From an optimization exercise on the open Yosys and OpenROAD flow, aimed at small area, a short achievable clock period and few clock cycles per item; shortcuts taken in it are not production practice. Function was checked by simulation only, so behaviour that the tests miss may differ from the original. No activity file was given, so power comes from the tool's default toggle rates.

Setup of oak:
// conv_accumulator
module conv_accumulator #(
   parameter int IN_W   = 8,
   parameter int ACC_W  = 32,
   parameter int OUT_CH = 16,
   parameter int LEN_W  = 16
) (
   input  wire logic                    clk,
   input  wire logic                    rst,
   input  wire logic                    start,
   input  wire logic [LEN_W-1:0]        len,
   input  wire logic [OUT_CH*ACC_W-1:0] bias,
   input  wire logic [IN_W-1:0]         act_in,
   input  wire logic [OUT_CH*IN_W-1:0]  wgt_in,
   input  wire logic                    in_valid,
   output wire logic                    in_ready,
   output wire logic [OUT_CH*ACC_W-1:0] acc_out,
   output wire logic                    acc_valid,
   output wire logic                    busy,
   output wire logic                    sat_flag
);
export LEC_CHECK = 0
export ABC_AREA = 1
export CAP_MARGIN = 20
export CORE_MARGIN = 2
export CORE_UTILIZATION = 72
export SLEW_MARGIN = 20
create_clock -name core_clock -period 9.0 [get_ports {clk}]
standard.sh (not shown) runs the stock make flow with config.mk's settings and CLKGATE_MAP_FILE= SYNTH_SCRIPT=/design/flow/synth_recipe.tcl, a recipe that flattens the netlist after the stock synthesis.
==> flow/flow/run.sh <==
#!/bin/bash
# Layout flow: the standard flow (standard.sh: unchanged synthesis and
# steps) with these changes to how the layout is made:
#  * ports are buffered with sky130_fd_sc_hd__buf_1 instead of the default
#    pick, a delay buffer (clkdlybuf4s50_1) that is larger and slower;
#    timing repair still resizes them where needed;
#  * clock tree synthesis clusters up to 22 sinks per leaf buffer and adds no
#    dummy loads (fewer, fuller leaf buffers).
# Each tool's output is in orfs/logs/ (ORFS's own logs); what standard.sh
# prints goes to standard.log.
set -euo pipefail
here=$(pwd)
export BUFFER_PORTS_ARGS="-buffer_cell sky130_fd_sc_hd__buf_1"
export CTS_ARGS="-sink_clustering_enable -repair_clock_nets -dont_use_dummy_load -sink_clustering_size 22 -sink_clustering_max_diameter 80"
bash standard.sh SETUP_SLACK_MARGIN=5.9 finish > "$here/standard.log" 2>&1
In oak the implementation ran to completion but is not tape-out ready, as the final checks report max-capacitance violations, max-slew violations.
Testbench counts of oak, summed over its fixed seeds: cycles 18,820, beats 17,372.
## Diff of input files: pine against oak
-- flow/config.mk --
<<< oak, line 9
export CAP_MARGIN = 20
export CORE_MARGIN = 2
export CORE_UTILIZATION = 72
export SLEW_MARGIN = 20
>>> pine, line 9
export CAP_MARGIN = 20
export CORE_MARGIN = 2
export CORE_UTILIZATION = 65
export SLEW_MARGIN = 20
## What came out
Between pine and oak, total chip power is lower for pine, oak comes in above that.
pine vs. oak: multi-input gate share of total cell area roughly the same; average detailed-routed wire length per instance went down 2.7 µm; core utilization fell by 7.8 points; time the final worst path needs with I/O delays and setup now sits lower.
Re total buffers and inverters traversed by the critical path: no difference whatsoever between pine and oak.
pine finished every stage and its layout cleared the timing, DRC and antenna checks.

---

## onyx
conv_accumulator again, from the RTL that the note above started with.
clock: 9.0 ns
lec_check: 0
abc_area: 1
cap_margin: 20
core_margin: 2
core_utilization: 65
slew_margin: 20
==> flow/flow/run.sh <==
#!/bin/bash
# Layout flow: the standard flow (standard.sh: unchanged synthesis and
# steps) with these changes to how the layout is made:
#  * ports are buffered with sky130_fd_sc_hd__buf_1 instead of the default
#    pick, a delay buffer (clkdlybuf4s50_1) that is larger and slower;
#    timing repair still resizes them where needed;
#  * clock tree synthesis clusters up to 22 sinks per leaf buffer and adds no
#    dummy loads (fewer, fuller leaf buffers).
# Each tool's output is in orfs/logs/ (ORFS's own logs); what standard.sh
# prints goes to standard.log.
set -euo pipefail
here=$(pwd)
export BUFFER_PORTS_ARGS="-buffer_cell sky130_fd_sc_hd__buf_1"
export CTS_ARGS="-sink_clustering_enable -repair_clock_nets -dont_use_dummy_load -sink_clustering_size 22 -sink_clustering_max_diameter 80"
bash standard.sh SETUP_SLACK_MARGIN=5.8 finish > "$here/standard.log" 2>&1
Testbench counts of onyx, summed over its fixed seeds: cycles 18,820, beats 17,372.
The following lists how fjord was set up differently from onyx:
--- a/flow/flow/run.sh
+++ b/flow/flow/run.sh
@@ -15 +15 @@
-bash standard.sh SETUP_SLACK_MARGIN=5.8 finish > "$here/standard.log" 2>&1
+bash standard.sh SETUP_SLACK_MARGIN=6 finish > "$here/standard.log" 2>&1
==> notes.md <==
Changes observed in fjord relative to onyx: via count increased 4.2%, reg-to-reg setup timing slack higher, power density over the cells grew by about 2%.
Combined area of the multi-input logic cells for fjord: about 0.6% up relative to onyx
The largest driver fanout on the critical path of fjord and that of onyx are within noise of each other.
[compare] base=onyx new=fjord: layout buffer count excluding clock buffers has increased, portion of the post-synthesis area used by sequential elements has remained practically unchanged, global-route wire length before repair has increased.
Relative to fjord, the following input files were edited for garnet:
--- a/flow/flow/run.sh
+++ b/flow/flow/run.sh
@@ -15 +15 @@
-bash standard.sh SETUP_SLACK_MARGIN=6 finish > "$here/standard.log" 2>&1
+bash standard.sh SETUP_SLACK_MARGIN=5.5 finish > "$here/standard.log" 2>&1
[summary]
garnet completed; timing, DRC and antenna clean
Of the two values seen for cell with the largest stage delay on the worst path, dfrtp_2 was produced by fjord and buf_1 by garnet.
Cmp garnet and fjord / final design utilization / higher: fjord
Diff fjord..garnet | die area | negligible
fjord was routed with more vias than garnet.
Against fjord, maximum operating frequency in garnet came out worse.
The share of the clock period used by the worst path in garnet was higher than what fjord gave.
Setup slack: garnet less than fjord
Combined global-route utilization of all metal layers (higher): fjord
Delta (garnet minus fjord): total number of cells along the worst setup path roughly the same; power lower.
Changes in tundra relative to garnet:
--- a/flow/flow/run.sh
+++ b/flow/flow/run.sh
@@ -15 +15 @@
-bash standard.sh SETUP_SLACK_MARGIN=5.5 finish > "$here/standard.log" 2>&1
+bash standard.sh SETUP_SLACK_MARGIN=5.2 finish > "$here/standard.log" 2>&1
## What came out
Footprint of the multi-input gates: garnet vs tundra, no meaningful difference. For tundra, the launching instance or port of the critical path was acc_q[122]$_DFF_P_, unlike garnet, where it was acc_q[116]$_DFF_P_. Lower routed wire length was reported by garnet, not tundra. Between tundra and garnet, the clock network fraction of total power figures differ only marginally.

what the ideal ports hide:
How much do the figures lean on ideal ports? The routed layouts below were timed once more, with nothing changed but the port constraints.
Step 1 sets driving cells, clkbuf_16 on the clock port and buf_2 on the other inputs (assumed; they add their load-dependent delay and slew).
Step 2 moves the port delays by t, midway between the first and last clock arrival at a register: inputs arrive t later, outputs are due t later. That takes back most of the time a late clock gives input paths.
Three values: no drivers, after step 1, after step 2; two values: the first two.
run	shift t [ns]	setup slack, ns	worst setup path at the end	worst data-port slew with drivers (ns)
oak	0.804	5.744 / 5.658 / 5.239	input to register	0.39
pine	0.772	5.829 / 5.738 / 5.410	input to register	0.28
onyx	0.763	5.760 / 5.675 / 5.420	input to register	0.30
fjord	0.774	5.815 / 5.724 / 5.403	input to register	0.31
garnet	0.760	5.494 / 5.411 / 5.389	input to register	0.30
tundra	0.758	5.436 / 5.347 / 5.357	input to register	0.34
The setup slack of oak, which loses most, moves by -0.086 ns with the drivers and by -0.505 ns with both steps.
